This is an optimization exercise on Yosys and OpenROAD, whose aim is small area, a short achievable clock period and few clock cycles, not a production implementation.
Function was checked by simulation only, so behaviour that the tests miss may differ from the original.
Power is estimated from default activity; no workload was simulated.

<file path="design/flow/constraint.sdc">
create_clock -name core_clock -period 5.0 [get_ports {clk}]
set_input_delay 1.0000 -clock core_clock [delete_from_list [all_inputs] [get_ports {clk}]]
set_output_delay 1.0000 -clock core_clock [all_outputs]
set_load 0.01 [all_outputs]
</file>
<file path="design/flow/config.mk">
export PLATFORM = sky130hd
export DESIGN_NAME = keyed_deque_table
export DESIGN_NICKNAME = keyed_deque_table
export VERILOG_FILES = /design/flow/design.v
export SDC_FILE = /design/flow/constraint.sdc
export NUM_CORES = 4
export LEC_CHECK = 0
export CAP_MARGIN = 20
export CORE_MARGIN = 2
export CORE_UTILIZATION = 40
export SLEW_MARGIN = 20
</file>
<file path="design/flow/run.sh">
#!/bin/bash
# synth_recipe.tcl (not shown) runs the flow's synth.tcl, then flattens the netlist and writes it again
# the make line also repeats each setting of config.mk as NAME=value (left out here)
make -C /OpenROAD-flow-scripts/flow DESIGN_CONFIG=/design/flow/config.mk WORK_HOME=/design/flow/orfs CLKGATE_MAP_FILE= SYNTH_SCRIPT=/design/flow/synth_recipe.tcl finish
</file>
<file path="design/flow/design.v">
package kdt_pkg;
  localparam int KEY_W        = 32;
  localparam int VAL_W        = 32;
  localparam int COUNT_W      = 7;
  localparam int DEF_CAPACITY = 64;
  typedef enum logic [2:0] {
    FN_PUSH_BACK  = 3'd0,
    FN_PUSH_FRONT = 3'd1,
    FN_POP_FRONT  = 3'd2,
    FN_POP_BACK   = 3'd3,
    FN_SEARCH     = 3'd4,
    FN_UPDATE     = 3'd5,
    FN_MAX        = 3'd6
  } func_t;
  typedef enum logic [1:0] {
    ST_OK    = 2'd0,
    ST_EMPTY = 2'd1,
    ST_NOKEY = 2'd2,
    ST_FULL  = 2'd3
  } status_t;
  typedef enum logic [1:0] {
    SH_HOLD,
    SH_LEFT,
    SH_RIGHT
  } shift_t;
  typedef enum logic [1:0] {
    S_IDLE,
    S_WALK,
    S_FINISH
  } state_t;
  typedef struct packed {
    logic signed [KEY_W-1:0] key;
    logic [VAL_W-1:0]        value;
  } entry_t;
  typedef struct packed {
    status_t status;
    entry_t  ent;
  } result_t;
  typedef struct packed {
    logic start;
    logic step;
    logic in_range;
    logic at_last;
    logic at_end;
  } scan_ctl_t;
endpackage
module kdt_cell
(
  input  logic   clk,
  input  kdt_pkg::shift_t op,
  input  kdt_pkg::entry_t prev,
  input  kdt_pkg::entry_t next,
  output kdt_pkg::entry_t q
);
  always_ff @(posedge clk) begin
    case (op)
      kdt_pkg::SH_LEFT:  q <= next;
      kdt_pkg::SH_RIGHT: q <= prev;
      default:  q <= q;
    endcase
  end
endmodule
module kdt_scan
(
  input  logic      clk,
  input  logic      rst,
  input  kdt_pkg::scan_ctl_t ctl,
  input  kdt_pkg::func_t     op,
  input  kdt_pkg::entry_t    item,
  input  kdt_pkg::entry_t    head,
  output kdt_pkg::entry_t    wrap,
  output kdt_pkg::result_t   res
);
  logic   hit;
  kdt_pkg::entry_t found;
  logic   first;
  assign first = !hit && ctl.in_range && (head.key == item.key);
  always_comb begin
    wrap = head;
    if (op == kdt_pkg::FN_UPDATE && first) wrap.value = item.value;
    if (op == kdt_pkg::FN_PUSH_BACK && ctl.at_end) wrap = item;
  end
  always_ff @(posedge clk) begin
    if (rst || ctl.start) begin
      hit <= 1'b0;
    end else if (ctl.step) begin
      case (op)
        kdt_pkg::FN_SEARCH, kdt_pkg::FN_UPDATE: begin
          if (first) begin
            hit   <= 1'b1;
            found <= wrap;
          end
        end
        kdt_pkg::FN_MAX: begin
          if (ctl.in_range && (!hit || head.value > found.value)) begin
            hit   <= 1'b1;
            found <= head;
          end
        end
        kdt_pkg::FN_POP_BACK: begin
          if (ctl.at_last) begin
            hit   <= 1'b1;
            found <= head;
          end
        end
        default: ;
      endcase
    end
  end
  always_comb begin
    res.status = kdt_pkg::ST_OK;
    res.ent    = '0;
    case (op)
      kdt_pkg::FN_PUSH_BACK:          res.ent = item;
      kdt_pkg::FN_POP_BACK, kdt_pkg::FN_MAX:   res.ent = found;
      kdt_pkg::FN_SEARCH, kdt_pkg::FN_UPDATE: begin
        if (hit) res.ent = found;
        else res.status = kdt_pkg::ST_NOKEY;
      end
      default: ;
    endcase
  end
endmodule
module keyed_deque_table
#(
  parameter int CAPACITY = kdt_pkg::DEF_CAPACITY
) (
  input  logic               clk,
  input  logic               rst,
  input  logic               req_valid,
  output logic               req_ready,
  input  logic [2:0]         req_func,
  input  logic signed [31:0] req_item_key,
  input  logic [31:0]        req_item_value,
  output logic               rsp_valid,
  input  logic               rsp_ready,
  output logic [1:0]         rsp_status,
  output logic signed [31:0] rsp_found_key,
  output logic [31:0]        rsp_found_value,
  output logic [6:0]         rsp_entry_count
);
  localparam int OCC_W  = $clog2(CAPACITY + 1);
  localparam int STEP_W = $clog2(CAPACITY);
  localparam logic [STEP_W-1:0] LAST_STEP = STEP_W'(CAPACITY - 1);
  localparam logic [OCC_W-1:0]  CAP_OCC   = OCC_W'(CAPACITY);
  kdt_pkg::state_t              state, state_next;
  logic [OCC_W-1:0]    occ, occ_next;
  logic [STEP_W-1:0]   step, step_next;
  kdt_pkg::func_t               op, op_next;
  kdt_pkg::entry_t              item, item_next;
  kdt_pkg::result_t             pend, pend_next;
  logic                walked, walked_next;
  kdt_pkg::result_t             res;
  logic [kdt_pkg::COUNT_W-1:0]  res_cnt;
  logic                res_valid;
  logic                res_load;
  logic                accept;
  logic                full, empty;
  kdt_pkg::shift_t              shift;
  kdt_pkg::entry_t              ins, wrap;
  kdt_pkg::entry_t              scan_wrap;
  kdt_pkg::result_t             scan_res;
  kdt_pkg::scan_ctl_t           ctl;
  logic [OCC_W-1:0]    step_ext;
  logic [CAPACITY-1:0][kdt_pkg::KEY_W+kdt_pkg::VAL_W-1:0] cell_q;
  assign req_ready = (state == kdt_pkg::S_IDLE);
  assign accept    = req_valid && req_ready;
  assign full      = (occ == CAP_OCC);
  assign empty     = (occ == '0);
  assign step_ext  = OCC_W'(step);
  for (genvar i = 0; i < CAPACITY; i++) begin : g_cell
    kdt_pkg::entry_t prev_e, next_e;
    assign prev_e = (i == 0) ? ins : cell_q[(i == 0) ? 0 : i - 1];
    assign next_e = (i == CAPACITY - 1) ? wrap : cell_q[(i == CAPACITY - 1) ? 0 : i + 1];
    kdt_cell u_cell (
      .clk  (clk),
      .op   (shift),
      .prev (prev_e),
      .next (next_e),
      .q    (cell_q[i])
    );
  end
  assign ctl.start    = accept;
  assign ctl.step     = (state == kdt_pkg::S_WALK);
  assign ctl.in_range = (step_ext < occ);
  assign ctl.at_last  = ((step_ext + OCC_W'(1)) == occ);
  assign ctl.at_end   = (step_ext == occ);
  kdt_scan u_scan (
    .clk  (clk),
    .rst  (rst),
    .ctl  (ctl),
    .op   (op),
    .item (item),
    .head (cell_q[0]),
    .wrap (scan_wrap),
    .res  (scan_res)
  );
  always_ff @(posedge clk) begin
    if (rst) begin
      state     <= kdt_pkg::S_IDLE;
      occ       <= '0;
      step      <= '0;
      res_valid <= 1'b0;
      walked    <= 1'b0;
    end else begin
      state  <= state_next;
      occ    <= occ_next;
      step   <= step_next;
      walked <= walked_next;
      if (res_load) res_valid <= 1'b1;
      else if (rsp_ready) res_valid <= 1'b0;
    end
  end
  always_ff @(posedge clk) begin
    op   <= op_next;
    item <= item_next;
    pend <= pend_next;
    if (res_load) begin
      res     <= walked ? scan_res : pend;
      res_cnt <= occ;
    end
  end
  always_comb begin
    state_next  = state;
    occ_next    = occ;
    step_next   = step;
    op_next     = op;
    item_next   = item;
    pend_next   = pend;
    walked_next = walked;
    res_load    = 1'b0;
    shift       = kdt_pkg::SH_HOLD;
    ins.key     = req_item_key;
    ins.value   = req_item_value;
    wrap        = cell_q[0];
    case (state)
      kdt_pkg::S_IDLE: begin
        if (accept) begin
          op_next        = kdt_pkg::func_t'(req_func);
          item_next.key  = req_item_key;
          item_next.value = req_item_value;
          pend_next      = '0;
          walked_next    = 1'b0;
          state_next     = kdt_pkg::S_FINISH;
          case (req_func)
            kdt_pkg::FN_PUSH_BACK: begin
              if (full) pend_next.status = kdt_pkg::ST_FULL;
              else begin
                walked_next = 1'b1;
                state_next  = kdt_pkg::S_WALK;
              end
            end
            kdt_pkg::FN_PUSH_FRONT: begin
              if (full) pend_next.status = kdt_pkg::ST_FULL;
              else begin
                shift         = kdt_pkg::SH_RIGHT;
                occ_next      = occ + OCC_W'(1);
                pend_next.ent = ins;
              end
            end
            kdt_pkg::FN_POP_FRONT: begin
              if (empty) pend_next.status = kdt_pkg::ST_EMPTY;
              else begin
                shift         = kdt_pkg::SH_LEFT;
                occ_next      = occ - OCC_W'(1);
                pend_next.ent = cell_q[0];
              end
            end
            kdt_pkg::FN_POP_BACK, kdt_pkg::FN_MAX: begin
              if (empty) pend_next.status = kdt_pkg::ST_EMPTY;
              else begin
                walked_next = 1'b1;
                state_next  = kdt_pkg::S_WALK;
              end
            end
            kdt_pkg::FN_SEARCH, kdt_pkg::FN_UPDATE: begin
              walked_next = 1'b1;
              state_next  = kdt_pkg::S_WALK;
            end
            default: ;
          endcase
        end
      end
      kdt_pkg::S_WALK: begin
        shift     = kdt_pkg::SH_LEFT;
        wrap      = scan_wrap;
        step_next = step + STEP_W'(1);
        if (step == LAST_STEP) begin
          step_next  = '0;
          state_next = kdt_pkg::S_FINISH;
          if (op == kdt_pkg::FN_PUSH_BACK) occ_next = occ + OCC_W'(1);
          else if (op == kdt_pkg::FN_POP_BACK) occ_next = occ - OCC_W'(1);
        end
      end
      kdt_pkg::S_FINISH: begin
        if (!res_valid || rsp_ready) begin
          res_load   = 1'b1;
          state_next = kdt_pkg::S_IDLE;
        end
      end
      default: state_next = kdt_pkg::S_IDLE;
    endcase
  end
  assign rsp_valid       = res_valid;
  assign rsp_status      = res.status;
  assign rsp_found_key   = res.ent.key;
  assign rsp_found_value = res.ent.value;
  assign rsp_entry_count = res_cnt;
endmodule
</file>
==> reports/results.ini <==
[synth]
synth_top_area_share_pct = 70.81
synthTopCellsByArea = edfxtp_1 71%, mux2_2 25%, clkbuf_1 1.1%, nand2_1 0.36%, a22o_1 0.30%
yosysWarnings = 3
synth_edf_count = 4366
ys_seq_area_share_pct = 71.01
synth_nets = 10080
synthCells = 9964
avgSynthCellArea_um2 = 18.58
synth-async-reset-ratio_pct = 0
synth_flop_cell = edfxtp_1
synth_area_leader_cell = edfxtp_1
synth-seq-cells = 4384
synthDistinctLibCells = 65
netlist_area_mm2 = 0.1851

[finish]
drive_gt1_share_pct = 46.64
final_common_cell = edfxtp_1
stdcell_area_mm2 = 0.2100
final_util_pct = 45.60
layout.cells.non_filler = 16820
syn2layout_area_growth_pct = 13.40
layout_common_cells = 4366 x edfxtp_1, 4063 x mux2_2, 452 x clkbuf_16
n_fill_cell = 39070
nets = 10400

[global_route]
grt_max_degree = 120
grt-ovfl-total = 0
grt_pass1_vias = 87900
grt_util_all_layers_pct = 13.12
grt_pass1_wl_um = 504700
antenna_found_initial = 27

[die]
core_mm2 = 0.4605
die-area_mm2 = 0.4683
die_h_um = 684.3
start_util_pct = 40.21
die_w_um = 684.3
std_cell_rows = 249
ioPinCount = 146

[power_and_ir_drop]
powerDensity_mw_per_mm2 = 413.1
ir_drop_mv = 0.3379
p_leak_nw = 62.44

[critical_path]
cp_slowest_cell = a21oi_1
critPathLaunchType = flip-flop
slowest_delay_ps = 960
crit_arrival_ps = 4520
worstPathCellList = inv_1, ha_1, nand3_1, or3_1, nand2_1, a21oi_1, a21oi_1, o21ai_0
critPathMostFrequentCell = a21oi_1
cp_max_fo = 19
crit_path_end_kind = flip-flop
r2r_setup_slack_ps = 1110
reg2regPathDepth = 8
worstPathRequired_ps = 5630
r2r-start = occ[2]$_SDFFE_PP0P_
crit_type = reg2reg
regToRegEndpoint = g_cell[63].u_cell.q[35]$_DFFE_PP_

[sta]
finalSetupViolations = 0
rsz0062_at_grt = no
tns_ps = 0
skew_ps = 73.45
final_max_slew_viol_count = 0
min_period_ps = 3886
fmax_mhz = 257.3
setup_slack_ps = 1114
slew_headroom_pct = 19.25
tightestPinTransition_ps = 1211
finalHoldViolCount = 0
period_share_pct = 77.72

[clock_tree]
clk_latency_ps = 980
ctsHoldBuffers = 0
cts_buffer_depth = 4
cts_inserted_buffers = 445
cts_tree = done
cts-resized-gates = 0
path_clk_slew_ps = 60
clock-root-buffer = clkbuf_16
cts_setup_buffers = 0
cts_htree_levels = 5
cts.sinks = 4384

[place]
placed_cells = 15990
placed_cell_area_mm2 = 0.1961
routabilityCongestion = 0.8076
portBuffers = 145
post-place-ws_ps = 502.8
dp.final_hpwl_um = 205500

[hold_path]
holdPathEnd = g_cell[26].u_cell.q[10]$_DFFE_PP_
hold_class = reg2reg
min_path_cells = 1
hp-start = g_cell[27].u_cell.q[10]$_DFFE_PP_

[drt]
firstDrtPassIters = 5
vias = 85410
wl_um = 320700
ant_nets = 0
drc = 0
wire_per_inst_um = 19.07
drtIter0Drc = 6939
vias_per_cell = 5.079

[run]
max_cap_viol_count = 0

[status]
status = finished clean

[sequential cells by signal (all words and copies together), names as in the netlist]
name / cells
g_cell.u_cell.q: 4096
pend: 66
res: 66
item: 64
u_scan.found: 64
occ: 7
res_cnt: 7
step: 6
op: 3
state: 2
res_valid: 1
u_scan.hit: 1
walked: 1
[cell type report]
| type | count | area, µm² | share of cell area [%] |
|---|---|---|---|
| diodes | 22 | 55.05 | 0.02622 |
| clock buffers | 548 | 11670 | 5.559 |
| clock inverters | 262 | 2163 | 1.030 |
| inverters | 109 | 416.7 | 0.1984 |
| multi-input cells | 4927 | 51330 | 24.45 |
| flip-flops and latches | 4384 | 131500 | 62.62 |
| well taps | 6149 | 7694 | 3.664 |
| repair buffers | 416 | 5162 | 2.459 |
[power breakdown]
group          internal, mW  total [mW]  switching [mW]  leakage [nW]
registers              45.5        47.2            1.68          37.9
clock network          17.9        31.8            13.9          6.78
logic                  3.43        7.67            4.25          17.8
total                  66.9        86.7            19.8          62.4
[per-stage QoR]
stage,hold slack [ps],power [mW]
finish,518.0,86.73
floorplan,406.4,49.03
global placement,493.1,55.27
CTS,508.4,87.90
detailed placement,508.0,55.86
global route,534.6,90.15
[cell usage after synthesis, types with 32 or more instances]
cell type / instances
nand2b_1: 35
o211ai_1: 32
nor2b_1: 40
inv_1: 109
clkbuf_1: 531
mux2_2: 4063
o21ai_0: 77
a22o_1: 64
o22ai_1: 65
nand2_1: 180
edfxtp_1: 4366
ha_1: 42
a22oi_1: 65
xor2_1: 38
a21oi_1: 90
[critical path: cells and delay by family, from the launching register on]
| family | cells | cell delay [ps] |
|---|---|---|
| flip-flops | 1 | 590 |
| adder cells (fa/ha/maj) | 1 | 340 |
| AO/OA/AOI/OAI | 3 | 1200 |
| buffers and inverters | 1 | 150 |
| AND/OR/NAND/NOR | 3 | 1240 |
[per-layer routing]
layer  share of wire [%]  routed length (µm)  track usage [%]  up-vias
met2                  48              155100            21.85     1160
met5              0.0041                  13                0        -
met4                 4.5               14400            5.964        2
li1                    -                   -                -    40210
met1                  44              141000            17.10    43440
met3                 3.2               10190            1.778      607
[how the worst max path moves through the flow]
stage	startpoint	to	cells after the start
finish	occ[2]$_SDFFE_PP0P_	g_cell[63].u_cell.q[35]$_DFFE_PP_	8
global route	occ[2]$_SDFFE_PP0P_	g_cell[63].u_cell.q[40]$_DFFE_PP_	8
CTS	occ[2]$_SDFFE_PP0P_	g_cell[63].u_cell.q[40]$_DFFE_PP_	8
detailed placement	req_func[0]	g_cell[24].u_cell.q[35]$_DFFE_PP_	8
global placement	req_func[0]	g_cell[34].u_cell.q[35]$_DFFE_PP_	8
floorplan	req_valid	g_cell[0].u_cell.q[0]$_DFFE_PP_	5
[cell families after synthesis]
kind of cell               count (synthesis)  synth area share (%)
and+or+nand+nor                          346                0.9103
muxes                                   4068                 24.74
xor gates and xnor gates                  48                0.2271
DFF                                     4384                 71.01
adders and majority gates                 42                0.2838
buffers and inverters                    653                 1.333
AOI/OAI and AO/OA                        423                 1.496
Testbench counts, summed over its fixed seeds: cycles 219,016.

==> separate check: timing with driven ports <==
How much do the figures lean on ideal ports? The routed layout below was timed once more, with nothing changed but the port constraints.
Step 1 (the two cells are an assumption about what drives the block):
set clk [get_ports {clk}]
set_driving_cell -lib_cell sky130_fd_sc_hd__clkbuf_16 $clk
set_driving_cell -lib_cell sky130_fd_sc_hd__buf_2 [delete_from_list [all_inputs] $clk]
Step 2 moves the port delays by t, midway between the first and last clock arrival at a register: inputs arrive t later, outputs are due t later. That takes back most of the time a late clock gives input paths.
a / b / c = no drivers / after step 1 / after step 2; a / b = the first two.
t (ns): 1.058
setup WS [ns]: 1.114 / 1.114 / 0.444
worst data-port slew with drivers (ns): 0.24
After both steps setup and hold are still met in this run. The setup slack of this run moves by 0.000 ns with the drivers and by -0.670 ns with both steps.
